This is an optimization exercise on Yosys and OpenROAD, whose aim is small area and a short achievable clock period, not a production implementation. In this exercise RTL edits were held to simulation tests only and were not proved equivalent to the original. No activity file was given, so power comes from the tool's default toggle rates.

run 1:
==> flow/design.v (excerpt) <==
module dcache_dm (
  input  logic        CLK,
  input  logic        nRST,
  input  logic        halt,
  input  logic        dmemREN,
  input  logic        dmemWEN,
  input  logic        datomic,
  input  logic [31:0] dmemaddr,
  input  logic [31:0] dmemstore,
  output logic        dhit,
  output logic [31:0] dmemload,
  output logic        dREN,
  output logic        dWEN,
  output logic [31:0] daddr,
  output logic [31:0] dstore,
  input  logic        dwait,
  input  logic [31:0] dload,
  output logic        flushed
);
  localparam logic [3:0] IDLE  = 4'd0,
                         WB0   = 4'd1,
                         WB1   = 4'd2,
                         LD0   = 4'd3,
                         LD1   = 4'd4,
                         FLUSH = 4'd5,
                         FWB0  = 4'd6,
                         FWB1  = 4'd7,
                         DONE  = 4'd8;
  logic [3:0]  state, next_state;
  logic [7:0]  valid, dirty;
  logic [25:0] tags   [8];
  logic [31:0] words0 [8];
  logic [31:0] words1 [8];
  logic [2:0]  cnt;
  logic [25:0] req_tag;
  logic [2:0]  req_idx;
  logic        req_off;
  logic        req, hit, do_write;
  assign req_tag = dmemaddr[31:6];
  assign req_idx = dmemaddr[5:3];
  assign req_off = dmemaddr[2];
  assign req     = dmemREN | dmemWEN;
  logic st_idle, st_ld0, st_ld1, st_wb1, st_fl;
  assign st_idle = (state == IDLE);
  assign st_ld0  = (state == LD0);
  assign st_ld1  = (state == LD1);
  assign st_wb1  = (state == WB1) || (state == FWB1);
  assign st_fl   = (state == FLUSH) || (state == FWB0) || (state == FWB1);
  logic [2:0]  ridx;
  logic        roff;
  logic [25:0] rtag;
  logic [31:0] rword;
  assign ridx  = st_fl ? cnt : req_idx;
  assign roff  = st_idle ? req_off : st_wb1;
  assign rtag  = tags[ridx];
  assign rword = roff ? words1[ridx] : words0[ridx];
  assign hit = st_idle && req && valid[req_idx] && (rtag == req_tag);
  logic [31:0] link;
  logic        link_valid;
  logic        link_eq, sc_ok;
  assign link_eq  = (link == dmemaddr);
  assign sc_ok    = link_valid && link_eq;
  assign do_write = hit && dmemWEN && (!datomic || sc_ok);
  always_ff @(posedge CLK or negedge nRST) begin
    if (!nRST)                              link_valid <= 1'b0;
    else if (hit && !dmemWEN && datomic)    link_valid <= 1'b1;
    else if (do_write && link_eq)           link_valid <= 1'b0;
  end
  ...
For scale: ~2500 cells after synthesis.
export LEC_CHECK = 0
export ABC_AREA = 1
export CAP_MARGIN = 20
export CORE_MARGIN = 2
export CORE_UTILIZATION = 50
export CTS_BUF_LIST = sky130_fd_sc_hd__clkbuf_4
export SLEW_MARGIN = 20
create_clock -name core_clock -period 6.5 [get_ports {CLK}]
run.sh (not shown) runs the stock make flow with config.mk's settings and CLKGATE_MAP_FILE= SYNTH_SCRIPT=/design/flow/synth_recipe.tcl, a recipe that flattens the netlist after the stock synthesis.
Changes in run 2 relative to run 1:
Settings: CTS_BUF_LIST: sky130_fd_sc_hd__clkbuf_4 -> unset.
- Every stage of the flow completed for run 2, and the final layout passed the timing, DRC and antenna checks.
- Relative to run 1, fraction of power spent switching nets has decreased by 0.75 points in run 2.
- Compared with run 1, in run 2 final clock skew lower, final wirelength lower.
- Largest fanout on the critical path: run 2 > run 1
- Against run 1, run 2 comes in 0.96 points lower on met3 routing resource usage after global routing.
- | design area | run 2 vs run 1 | ≈ equal |
- Maximum level of the CTS H-tree in run 2 vs run 1: down 1
- Detailed-router iteration count before antenna repair for run 2 is lower than for run 1.
- Comparing run 2 and run 1, layout overhead on the synthesized area is lower on run 2.
- First-pass GRT wire length ended up about 1.2% lower on run 2 than on run 1.
[inputs] run 3 vs run 2
Settings: CTS_BUF_LIST newly set to sky130_fd_sc_hd__clkbuf_8; SETUP_SLACK_MARGIN newly set to 1.5.
==> results.txt <==
Looking at largest power group, the combinational logic result is from run 3; the registers one comes from run 2.
Across both runs, total combinational power was higher for run 3 than for run 2.
Diff run 2 -> run 3: worst hold slack shows a reduction of 0.0030 ns; final critical delay including setup and external delays fell by 1.20 ns; critical path depth went up by 2.

---

Setup of main:
Another version of the RTL of dcache_dm (not shown whole).
For scale: about 2400 cells after synthesis, about 780 flip-flops, about 200 I/O pins.
==> flow/config.mk <==
export PLATFORM = sky130hd
export DESIGN_NAME = dcache_dm
export DESIGN_NICKNAME = dcache_dm
export VERILOG_FILES = /design/flow/design.v
export SDC_FILE = /design/flow/constraint.sdc
export NUM_CORES = 4
export LEC_CHECK = 0
export ABC_AREA = 1
export CAP_MARGIN = 20
export CORE_MARGIN = 2
export CORE_UTILIZATION = 60
export CTS_CLUSTER_DIAMETER = 80
export CTS_CLUSTER_SIZE = 30
export PLACE_DENSITY = 0.75
export SETUP_SLACK_MARGIN = 2.0
export SLEW_MARGIN = 20
==> flow/constraint.sdc <==
create_clock -name core_clock -period 6.5 [get_ports {CLK}]
set_input_delay 1.3000 -clock core_clock [delete_from_list [all_inputs] [get_ports {CLK}]]
set_output_delay 1.3000 -clock core_clock [all_outputs]
set_load 0.01 [all_outputs]
standard.sh (not shown) runs the stock make flow with config.mk's settings and CLKGATE_MAP_FILE= SYNTH_SCRIPT=/design/flow/synth_recipe.tcl, a recipe that flattens the netlist after the stock synthesis.
==> flow/flow/run.sh <==
#!/bin/bash
# Standard layout, with the ports buffered by buf_4 cells instead of the default buffer
# and no dummy loads in the clock tree.
set -e
export BUFFER_PORTS_ARGS="-buffer_cell sky130_fd_sc_hd__buf_4"
export CTS_ARGS="-sink_clustering_enable -repair_clock_nets -sink_clustering_size 30 -sink_clustering_max_diameter 80 -dont_use_dummy_load"
bash standard.sh > standard_flow.log 2>&1
main completed every stage of the flow, and the final layout passed the timing, DRC and antenna checks.
Input-level comparison between the feature branch and main:
Settings: a deleted PLACE_DENSITY that had been 0.75; a change of SETUP_SLACK_MARGIN from 2.0 to 1.85; a change of CTS_CLUSTER_SIZE from 30 to 20; an added CTS_BUF_LIST of sky130_fd_sc_hd__clkbuf_8; a change of CTS_CLUSTER_DIAMETER from 80 to 60.
-- flow/flow/run.sh --
<<< main, line 6
export CTS_ARGS="-sink_clustering_enable -repair_clock_nets -sink_clustering_size 30 -sink_clustering_max_diameter 80 -dont_use_dummy_load"
>>> the feature branch, line 6
export CTS_ARGS="-sink_clustering_enable -repair_clock_nets -sink_clustering_size 20 -sink_clustering_max_diameter 60 -buf_list sky130_fd_sc_hd__clkbuf_8 -dont_use_dummy_load"
Findings:
Compared the feature branch vs main, and sequential share of layout area is up in the feature branch.
Changes observed in the feature branch relative to main: total power has decreased, routed length per placed instance decreased 3.1%.
Of main and the feature branch, the run reporting the lower fill cell total of the finished layout was main.
Looking at total CTS buffers across main and the feature branch, the one that comes out higher is the feature branch.

[static timing again, ports no longer ideal]
The results above use ideal ports. As a check the final layouts listed here were re-extracted and re-timed, cells and wires unchanged.
Step 1 sets driving cells, clkbuf_16 on the clock port and buf_2 on the other inputs (assumed; they add their load-dependent delay and slew).
Step 2 also shifts input and output timing later by t, the mid clock arrival at the registers, as if the neighbouring blocks saw the same clock.
a / b / c = no drivers / after step 1 / after step 2; a / b = the first two.
run | t (ns) | setup slack, ns | worst setup path after step 2 | slew at the worst register clock pin (ns) | pins driven straight from the clock port
run 1 | 1.072 | 0.271 / 0.248 / 0.248 | input to output | 0.07 / 0.07 | 1
run 2 | 0.682 | 0.316 / 0.290 / 0.290 | input to output | 0.06 / 0.06 | 1
run 3 | 0.849 | 1.519 / 1.454 / 1.547 | input to register | 0.06 / 0.06 | 1
main | 0.631 | 1.793 / 1.716 / 1.428 | input to register | 0.12 / 0.12 | 1
the feature branch | 0.732 | 1.821 / 1.759 / 1.335 | input to register | 0.12 / 0.12 | 1
After both steps setup and hold are still met in every run listed. The setup slack of the feature branch, which loses most, moves by -0.062 ns with the drivers and by -0.486 ns with both steps.
